This is an optimization exercise on Yosys and OpenROAD, whose aim is small area, a short achievable clock period and few clock cycles per item, not a production implementation.
In this exercise RTL edits were held to simulation tests only and were not proved equivalent to the original.
Power figures rest on the tool's default switching activity, not on a simulated workload.

== red ==
## constrained_multi_queue_dispatcher_top
module constrained_multi_queue_dispatcher_top (
   input  logic        clock,
   input  logic        reset,
   input  logic        req_tvalid,
   output logic        req_tready,
   input  logic [23:0] req_tdata,
   input  logic [2:0]  req_tuser,
   output logic        rsp_tvalid,
   input  logic        rsp_tready,
   output logic [23:0] rsp_tdata,
   output logic [2:0]  rsp_tuser,
   input  logic        csr_valid,
   output logic        csr_ready,
   input  logic [2:0]  csr_index,
   input  logic [19:0] csr_data
);
Size: ~5600 cells after synthesis, ~2300 flip-flops, about 0.090 mm^2 of cells after synthesis.
clock: 6.0 ns
lec_check: 0
cap_margin: 20
core_margin: 2
core_utilization: 40
slew_margin: 20
run.sh (not shown) runs the stock make flow with config.mk's settings and CLKGATE_MAP_FILE= SYNTH_SCRIPT=/design/flow/synth_recipe.tcl, a recipe that flattens the netlist after the stock synthesis.
Testbench counts of red, summed over its fixed seeds: cycles 22,217, items 20,000.
Edits applied to the flow inputs when going from red to blue:
# red
export LEC_CHECK = 0
export CAP_MARGIN = 20
export CORE_MARGIN = 2
export CORE_UTILIZATION = 40
export SLEW_MARGIN = 20
create_clock -name core_clock -period 6.0 [get_ports {clock}]
# blue
export LEC_CHECK = 0
export ABC_CLOCK_PERIOD_IN_PS = 2800
export CAP_MARGIN = 20
export CORE_MARGIN = 2
export CORE_UTILIZATION = 60
export SETUP_SLACK_MARGIN = 3.2
export SLEW_MARGIN = 20
create_clock -name core_clock -period 6.0 [get_ports {clock}]
==> run summary <==
For red, the critical path's slowest cell was nor4_1, unlike blue, where it was a41oi_1. Against red, the final cell area of blue is higher. On share of the clock period used by the worst path after layout: blue sits below red. blue did not stop at any stage, and its layout met the timing, DRC and antenna checks. Lower share of total power in the clock network among blue and red: blue.

---

constrained_multi_queue_dispatcher_top, a different RTL version from the one above (not shown whole).
For scale: about 2400 flip-flops, about 85 I/O pins, roughly 91000 um^2 of cells after synthesis.
make LEC_CHECK=0 CAP_MARGIN=20 CORE_MARGIN=2 CORE_UTILIZATION=75 CTS_CLUSTER_DIAMETER=70 CTS_CLUSTER_SIZE=25 SETUP_SLACK_MARGIN=3.6 SLEW_MARGIN=20 finish   # period 6.0 ns
Testbench counts at the start, summed over its fixed seeds: cycles 22,225, items 20,000.
Rerun with:
--- a/flow/config.mk
+++ b/flow/config.mk
@@ -13 +13 @@
-export SETUP_SLACK_MARGIN = 3.6
+export SETUP_SLACK_MARGIN = 3.3
Outcome:
- The new run went through all stages and came out clean
- final area went down by 3.8%
- clock-buffer cell count fell by 1
- via count fell by 4.5%
- power decreases by 0.35%
- synthesized area is unchanged
- sequential cell count is unchanged
- first-iteration DRC count went down by 12%
- wire length goes down by 8.2%
- global-route usage goes down by 2.0 points
- sequential power stays flat

---

Another version of the RTL of constrained_multi_queue_dispatcher_top (not shown whole).
Size: ~6000 cells after synthesis, about 2500 flip-flops, roughly 85 I/O pins.
clock: 6.0 ns
lec_check: 0
cap_margin: 20
core_margin: 2
core_utilization: 75
cts_cluster_diameter: 60
cts_cluster_size: 20
setup_slack_margin: 3.8
slew_margin: 20
Testbench counts at the start, summed over its fixed seeds: cycles 22,225, items 20,000.
Rerun with:
Settings changed: SETUP_SLACK_MARGIN 3.8 to 3.6.
The new run ran to the end with no violations.
Core utilization goes down by 0.64 points.
Power is about the same.
Sequential share of layout area is higher by 0.51 points.
Clock-buffer cell count goes up by 19.
Cell area is lower slightly.
Final cell count hardly moves.

---

constrained_multi_queue_dispatcher_top, a different RTL version from the one above (not shown whole).
Size: roughly 6100 cells after synthesis, about 2500 flip-flops, about 0.095 sq mm of cells after synthesis.
Settings: LEC_CHECK=0, CAP_MARGIN=20, CORE_MARGIN=2, CORE_UTILIZATION=75, CTS_CLUSTER_DIAMETER=70, CTS_CLUSTER_SIZE=25, SETUP_SLACK_MARGIN=3.45, SLEW_MARGIN=20; clock period 6.0 ns.
Testbench counts at the start, summed over its fixed seeds: cycles 22,225, items 20,000.
Change:
--- a/flow/config.mk
+++ b/flow/config.mk
@@ -11,4 +11,4 @@
 export CTS_CLUSTER_DIAMETER = 70
 export CTS_CLUSTER_SIZE = 25
-export SETUP_SLACK_MARGIN = 3.45
+export SETUP_SLACK_MARGIN = 3.6
 export SLEW_MARGIN = 20
Total power is lower slightly. Utilization is lower by 0.12 points. Clock-buffer cell count is lower by 14. Routed wire length is higher slightly.
Change:
--- a/flow/config.mk
+++ b/flow/config.mk
@@ -9,6 +9,6 @@
 export CORE_MARGIN = 2
 export CORE_UTILIZATION = 75
-export CTS_CLUSTER_DIAMETER = 70
-export CTS_CLUSTER_SIZE = 25
+export CTS_CLUSTER_DIAMETER = 60
+export CTS_CLUSTER_SIZE = 20
 export SETUP_SLACK_MARGIN = 3.6
 export SLEW_MARGIN = 20
Design area rises by 0.74%. Power rises by 3.9%. Worst setup slack gets worse by 0.026 ns. Critical path depth stays the same. Combinational power falls by about 2%.

## re-timing with driven ports
How much do the figures lean on ideal ports? The routed layouts below were timed once more, with nothing changed but the port constraints.
Step 1: set_driving_cell puts a clkbuf_16 on clock and a buf_2 on each other input, an assumption about the parent block.
Step 2 times the ports against the registers' clock, not the clock port: input delays grow and output delays shrink by t, the midpoint of the rising clock arrivals with the driver on.
Three values: ideal ports, drivers, drivers and shift; two values: the first two.
run	t (ns)	setup WS [ns]	worst slew at a driven data input, ns
red	0.949	1.873 / 1.873 / 1.873	0.06
blue	0.924	3.103 / 3.103 / 2.459	0.08
the first run of note 2	0.830	3.190 / 3.190 / 2.918	0.05
the second run of note 2	0.841	3.056 / 3.056 / 2.693	0.05
the first run of note 3	0.887	3.429 / 3.400 / 2.986	0.06
the second run of note 3	0.875	3.529 / 3.448 / 2.741	0.06
the first run of note 4	0.848	3.442 / 3.418 / 2.717	0.06
the second run of note 4	0.847	3.555 / 3.477 / 2.788	0.05
the third run of note 4	0.896	3.529 / 3.451 / 2.786	0.05
After both steps every run listed still meets setup and hold. For the second run of note 3, which loses most, drivers alone change the setup slack by -0.081 ns; drivers and shift together by -0.788 ns.
